From an optimization exercise on the open Yosys and OpenROAD flow, aimed at small area and a short achievable clock period; shortcuts taken in it are not production practice. Function was checked by simulation only, so behaviour that the tests miss may differ from the original. Power and IR drop assume default switching activity.

== JK ==
## common_fa_tag_alloc
module common_fa_tag_alloc #(
  parameter int unsigned SUBJECT_COUNT_LOG2 = 5,
  parameter int unsigned TAG_WIDTH          = 20
) (
  input  logic                                clk,
  input  logic                                resetn,
  input  logic                                req_valid,
  output logic                                req_ready,
  input  logic [TAG_WIDTH-1:0]                req_tag,
  input  logic                                req_alloc,
  output logic                                resp_valid,
  input  logic                                resp_ready,
  output logic                                resp_hit,
  output logic                                resp_alloc,
  output logic [SUBJECT_COUNT_LOG2-1:0]       resp_index,
  output logic                                resp_evict_valid,
  output logic [TAG_WIDTH-1:0]                resp_evict_tag,
  input  logic                                flush,
  output logic [SUBJECT_COUNT_LOG2-1:0]       lru_waddr,
  output logic                                lru_wen,
  output logic [(1<<SUBJECT_COUNT_LOG2)-1:0]  lru_dvalid,
  input  logic [SUBJECT_COUNT_LOG2-1:0]       lru_qaddr,
  input  logic                                lru_qvalid
);
Size: roughly 2,400 cells after synthesis, about 710 flip-flops, about 100 I/O pins.
clock: 6.0 ns
lec_check: 0
cap_margin: 20
core_margin: 2
core_utilization: 50
cts_cluster_diameter: 60
cts_cluster_size: 20
setup_slack_margin: 1.5
slew_margin: 20
tns_end_percent: 10
standard.sh (not shown) runs the stock make flow with config.mk's settings and CLKGATE_MAP_FILE= SYNTH_SCRIPT=/design/flow/synth_recipe.tcl, a recipe that flattens the netlist after the stock synthesis.
==> flow/flow/run.sh <==
#!/bin/bash
# Standard ORFS layout, but let the resizer swap cells across footprints and
# buffer the ports with plain buffers instead of delay cells.
set -euo pipefail
bash standard.sh MATCH_CELL_FOOTPRINT=0 \
  "BUFFER_PORTS_ARGS=-buffer_cell sky130_fd_sc_hd__buf_2" \
  finish > standard_flow.log 2>&1
Input-level comparison between MS and JK:
--- a/flow/config.mk
+++ b/flow/config.mk
@@ -11,2 +11 @@
-export CTS_CLUSTER_DIAMETER = 60
-export CTS_CLUSTER_SIZE = 20
+export CTS_BUF_LIST = sky130_fd_sc_hd__clkbuf_8
## What came out
The final worst clock skew in MS was lower than what JK gave. MS vs JK, launching element of the worst setup path: req_tag[9] vs req_tag[12]. Via count came out higher on MS than on JK. The net switching share of the total power of MS exceeds that of JK by 0.29 points. Relative to JK, cell depth of the worst setup path increased by 3 in MS. Delta (MS minus JK): total setup buffers inserted after CTS saw a decrease; global-route usage shrank by 0.95 points. On minimum clock period after layout, JK beats MS. Against JK, wire length of the first global-routing pass in MS fell slightly. Diff JK and MS: H-tree depth lower in JK.
What AL does differently from MS at the input level:
==> flow/run.sh (new file) <==
#!/bin/bash
# synth_recipe.tcl (not shown) runs the flow's synth.tcl, then flattens the netlist and writes it again
# the make line also repeats each setting of config.mk as NAME=value (left out here)
make -C /OpenROAD-flow-scripts/flow DESIGN_CONFIG=/design/flow/config.mk WORK_HOME=/design/flow/orfs CLKGATE_MAP_FILE= SYNTH_SCRIPT=/design/flow/synth_recipe.tcl finish
removed: flow/flow/run.sh
removed: flow/standard.sh
[summary]
Looking at relative contribution of the clock network to total power, AL sits 0.8 points below MS.
Xor/xnor cell area share of the yosys netlist came out exactly the same in AL and MS.
AL ends up with lower clock buffer and inverter area fraction after layout than MS does.
AL against MS; post-CTS resize count is up by more than 10%.
AL — total routing usage reported by global routing 1.8 points higher, MS as reference
AL against MS: number of instances in the placed design +87; fraction of power consumed by combinational cells +0.6 points; cell area +1100 um2.
Measured against each other, AL and MS differ in buffer count from post-CTS setup fixing, the lower figure coming from AL.
Going from MS to AL, power shrinks by 33 uW.
MS went all the way through synthesis, placement and routing and the layout is clean on timing, DRC and antenna.
AL did not stop at any stage, and its layout met the timing, DRC and antenna checks.
First-pass detailed-route iteration total delta for AL relative to MS: 1 higher
The following lists how TR was set up differently from AL:
==> flow/flow/run.sh (new file) <==
#!/bin/bash
# Standard ORFS layout, but let the resizer swap cells across footprints and
# buffer the ports with plain buffers instead of delay cells.
set -euo pipefail
bash standard.sh MATCH_CELL_FOOTPRINT=0 \
  "BUFFER_PORTS_ARGS=-buffer_cell sky130_fd_sc_hd__buf_2" \
  finish > standard_flow.log 2>&1
==> flow/standard.sh (new file) <==
#!/bin/bash
# synth_recipe.tcl (not shown) runs the flow's synth.tcl, then flattens the netlist and writes it again
# the make line also repeats each setting of config.mk as NAME=value (left out here)
make -C /OpenROAD-flow-scripts/flow DESIGN_CONFIG=/design/flow/config.mk WORK_HOME=/design/flow/orfs CLKGATE_MAP_FILE= SYNTH_SCRIPT=/design/flow/synth_recipe.tcl "${@:-finish}"
--- a/flow/config.mk
+++ b/flow/config.mk
@@ -10,2 +10,3 @@
-export CORE_UTILIZATION = 50
-export CTS_BUF_LIST = sky130_fd_sc_hd__clkbuf_8
+export CORE_UTILIZATION = 55
+export CTS_CLUSTER_DIAMETER = 60
+export CTS_CLUSTER_SIZE = 20
removed: flow/run.sh
==> comparison <==
- Result: PASS for each of TR and AL
- AL has a higher area of the core than TR.
- Compared with AL, multi-input gate area in the final layout in TR decreased by a few percent.
- Compared with AL, TR shows a slew at the pin closest to its max-slew limit that is 0.056 ns higher.
- Summary of TR over AL: post-synthesis to final-layout area growth saw a decrease, wire length after detailed routing decreased about 3.7%, die span in x saw a decrease, total number of placement rows now sits lower, post-layout utilization of the core went up by 3.6 points.
- On total chip power, TR does better than AL.

==> separate check: timing with driven ports <==
Ports are ideal in the flow. The routed layouts listed here were re-timed in OpenROAD.
Step 1 assumes that a clkbuf_16 drives the clock port and a buf_2 every other input.
Step 2 adds t to the input delays and takes it off the output delays; t is the mean of the earliest and latest rising clock arrival at the registers after step 1. Input paths then give back, and output paths get back, about the clock's delay inside the block.
Slacks: ideal / step 1 / step 2; pairs: ideal / step 1.
run	shift t [ns]	setup WS [ns]	hold slack, ns	worst register clock-pin slew, ns	pins driven straight from the clock port
JK	0.746	1.073 / 0.937 / 0.674	0.511 / 0.511 / 0.511	0.09 / 0.09	1
MS	0.828	1.060 / 0.911 / 0.276	0.514 / 0.508 / 0.514	0.07 / 0.07	1
AL	0.845	1.056 / 0.943 / 0.476	0.522 / 0.497 / 0.522	0.07 / 0.07	1
TR	0.712	1.302 / 1.005 / 0.611	0.498 / 0.498 / 0.498	0.09 / 0.09	1
After both steps setup and hold are still met in every run listed. For MS, which loses most, drivers alone change the setup slack by -0.149 ns; drivers and shift together by -0.784 ns.
